Context: an optimization exercise on an open-source flow, tuned for small area, a short achievable clock period and few clock cycles per item. The choices shown serve that exercise and are no tape-out recipe.
Only simulation tests tie the RTL to the original design; equivalence was not proved.
No activity file was given, so power comes from the tool's default toggle rates.

== lane 1 ==
Design rv32_exec_cluster, start of the top module:
module rv32_exec_cluster (
    input  logic                   clk_i,
    input  logic                   rst_n_i,
    input  logic                   issue_valid_i,
    input  rv32_isa_pkg::exec_op_e issue_op_i,
    input  logic [32-1:0]       issue_a_i,
    input  logic [32-1:0]       issue_b_i,
    input  rv32_flow_pkg::tag_t    issue_tag_i,
    output logic                   issue_credit_o,
    input  logic                   res_credit_i,
    output logic                   res_valid_o,
    output rv32_flow_pkg::tag_t    res_tag_o,
    output logic [32-1:0]       res_data_o
);
Size in the first run: about 6800 cells after synthesis, about 650 flip-flops, roughly 120 I/O pins, about 66000 um^2 of cells after synthesis.
clock: 10.0 ns
lec_check: 0
cap_margin: 20
core_margin: 2
core_utilization: 40
slew_margin: 20
standard.sh (not shown) runs the stock make flow with config.mk's settings and CLKGATE_MAP_FILE= SYNTH_SCRIPT=/design/flow/synth_recipe.tcl, a recipe that flattens the netlist after the stock synthesis.
==> flow/flow/run.sh <==
#!/bin/bash
# The standard layout, with its timing repair aimed further below the clock
# period than config.mk's settings allow (a setup margin of 5.6 ns).
set -euo pipefail
bash standard.sh SETUP_SLACK_MARGIN=5.6 finish > standard_flow.log 2>&1
Testbench counts of lane 1, summed over its fixed seeds: cycles 12,930, items 12,000.
Setup changes, lane 1 to lane 2
- swapping 40 for 20 in CORE_UTILIZATION
- putting SETUP_SLACK_MARGIN at 5 where nothing was set
==> flow/run.sh (new file) <==
#!/bin/bash
# synth_recipe.tcl (not shown) runs the flow's synth.tcl, then flattens the netlist and writes it again
# the make line also repeats each setting of config.mk as NAME=value (left out here)
make -C /OpenROAD-flow-scripts/flow DESIGN_CONFIG=/design/flow/config.mk WORK_HOME=/design/flow/orfs CLKGATE_MAP_FILE= SYNTH_SCRIPT=/design/flow/synth_recipe.tcl finish
removed: flow/flow/run.sh
removed: flow/standard.sh
==> comparison <==
- Lane 1 completed end to end with timing, DRC and antenna clean.
- Both conditions hold for lane 2: the flow ran to the end and the final layout passed the timing, design-rule and antenna checks.
- Comparing lane 1 and lane 2, the lower length in cells of the worst reg-to-reg path is on lane 2.
- In lane 2 relative to lane 1, count of cells resized by post-cts repair had gone down by more than half.
- Compared with lane 1, lane 2 shows fmax that has gone down by a few percent.
Inputs modified between lane 2 and lane 3:
- CORE_UTILIZATION now 30, was 20
- SETUP_SLACK_MARGIN no longer set, was 5
==> flow/flow/run.sh (new file) <==
#!/bin/bash
# The standard layout, with its timing repair aimed further below the clock
# period than config.mk's settings allow (a setup margin of 5.4 ns).
set -euo pipefail
bash standard.sh SETUP_SLACK_MARGIN=5.4 finish > standard_flow.log 2>&1
==> flow/standard.sh (new file) <==
#!/bin/bash
# synth_recipe.tcl (not shown) runs the flow's synth.tcl, then flattens the netlist and writes it again
# the make line also repeats each setting of config.mk as NAME=value (left out here)
make -C /OpenROAD-flow-scripts/flow DESIGN_CONFIG=/design/flow/config.mk WORK_HOME=/design/flow/orfs CLKGATE_MAP_FILE= SYNTH_SCRIPT=/design/flow/synth_recipe.tcl "${@:-finish}"
removed: flow/run.sh
[summary]
The lower total cell area at the placement stage of lane 2 and lane 3 is in lane 3.
Delta(internal power component, lane 3 - lane 2) > 0
Highest clock rate in lane 3 is 9.8 MHz higher than in lane 2
Lane 2 | stages: all done | timing, DRC, antenna: all pass
Lane 3 closes out successfully: all stages finished, all timing, DRC and antenna checks passed.
Of lane 2 and lane 3, lane 2 shows the higher sequential share of cell area, with lane 3 below it.
Compared with lane 2, lane 3 shows number of standard cells in the final layout excluding fillers lower by 1348.
Number of buffers inserted during clock tree synthesis: lane 3 higher than lane 2
Min design area across lane 2 and lane 3: lane 2
In lane 3, final critical delay including setup and external delays is lower than in lane 2.
What lane 4 does differently from lane 3 at the input level:
- changing CORE_UTILIZATION from 30 to 40
### Flow results
Comparing lane 4 against lane 3, there is no change at all in total congestion overflow.
Via count of lane 4 is on par with lane 3.
Against lane 3, lane 4 reports a achievable frequency that is higher.
Comparing the two runs side by side, lane 4 comes out behind lane 3 on clock skew.

* * *

== quartz ==
rv32_exec_cluster again, from the RTL that the note above started with.
==> flow/config.mk <==
export PLATFORM = sky130hd
export DESIGN_NAME = rv32_exec_cluster
export DESIGN_NICKNAME = rv32_exec_cluster
export VERILOG_FILES = /design/flow/design.v
export SDC_FILE = /design/flow/constraint.sdc
export NUM_CORES = 4
export LEC_CHECK = 0
export CAP_MARGIN = 20
export CORE_MARGIN = 2
export CORE_UTILIZATION = 40
export SETUP_SLACK_MARGIN = 5
export SLEW_MARGIN = 20
==> flow/constraint.sdc <==
create_clock -name core_clock -period 10.0 [get_ports {clk_i}]
set_input_delay 2.0000 -clock core_clock [delete_from_list [all_inputs] [get_ports {clk_i}]]
set_output_delay 2.0000 -clock core_clock [all_outputs]
set_load 0.01 [all_outputs]
run.sh (not shown) runs the stock make flow with config.mk's settings and CLKGATE_MAP_FILE= SYNTH_SCRIPT=/design/flow/synth_recipe.tcl, a recipe that flattens the netlist after the stock synthesis.
Stock flow here: none of the scripts above is used.
quartz finished end to end and its layout was clean on timing, DRC and antenna.
Testbench counts of quartz, summed over its fixed seeds: cycles 12,930, items 12,000.
Relative to quartz, the following input files were edited for pepper:
- CORE_UTILIZATION changed from 40 to 30
Notes after the runs:
~same area taken by flip-flops and latches in quartz and pepper
Reported for quartz and pepper, number of port buffers turned out identical to the last digit.
On design area, quartz beats pepper.
Of the two values seen for critical path launch point, i_a[27] was produced by quartz and i_bone[7] by pepper.

==> static timing again, ports no longer ideal <==
Ports are ideal in the flow. The routed layouts listed here were re-timed in OpenROAD. Step 1 assumes that a clkbuf_16 drives the clock port and a buf_2 every other input. Step 2 times the ports against the registers' clock, not the clock port: input delays grow and output delays shrink by t, the midpoint of the rising clock arrivals with the driver on. Slacks: no drivers / after step 1 / after step 2; pairs: no drivers / after step 1.
run | shift t [ns] | setup slack, ns | slew at the worst register clock pin (ns)
lane 1 | 0.785 | 5.351 / 5.351 / 5.351 | 0.08 / 0.08
lane 2 | 0.800 | 5.064 / 5.051 / 5.064 | 0.08 / 0.08
lane 3 | 0.814 | 5.293 / 5.293 / 5.293 | 0.07 / 0.07
lane 4 | 0.780 | 5.331 / 5.331 / 5.331 | 0.07 / 0.07
quartz | 0.789 | 5.053 / 4.999 / 5.053 | 0.07 / 0.07
pepper | 0.803 | 5.039 / 5.039 / 5.039 | 0.07 / 0.07
After both steps setup and hold are still met in every run listed.
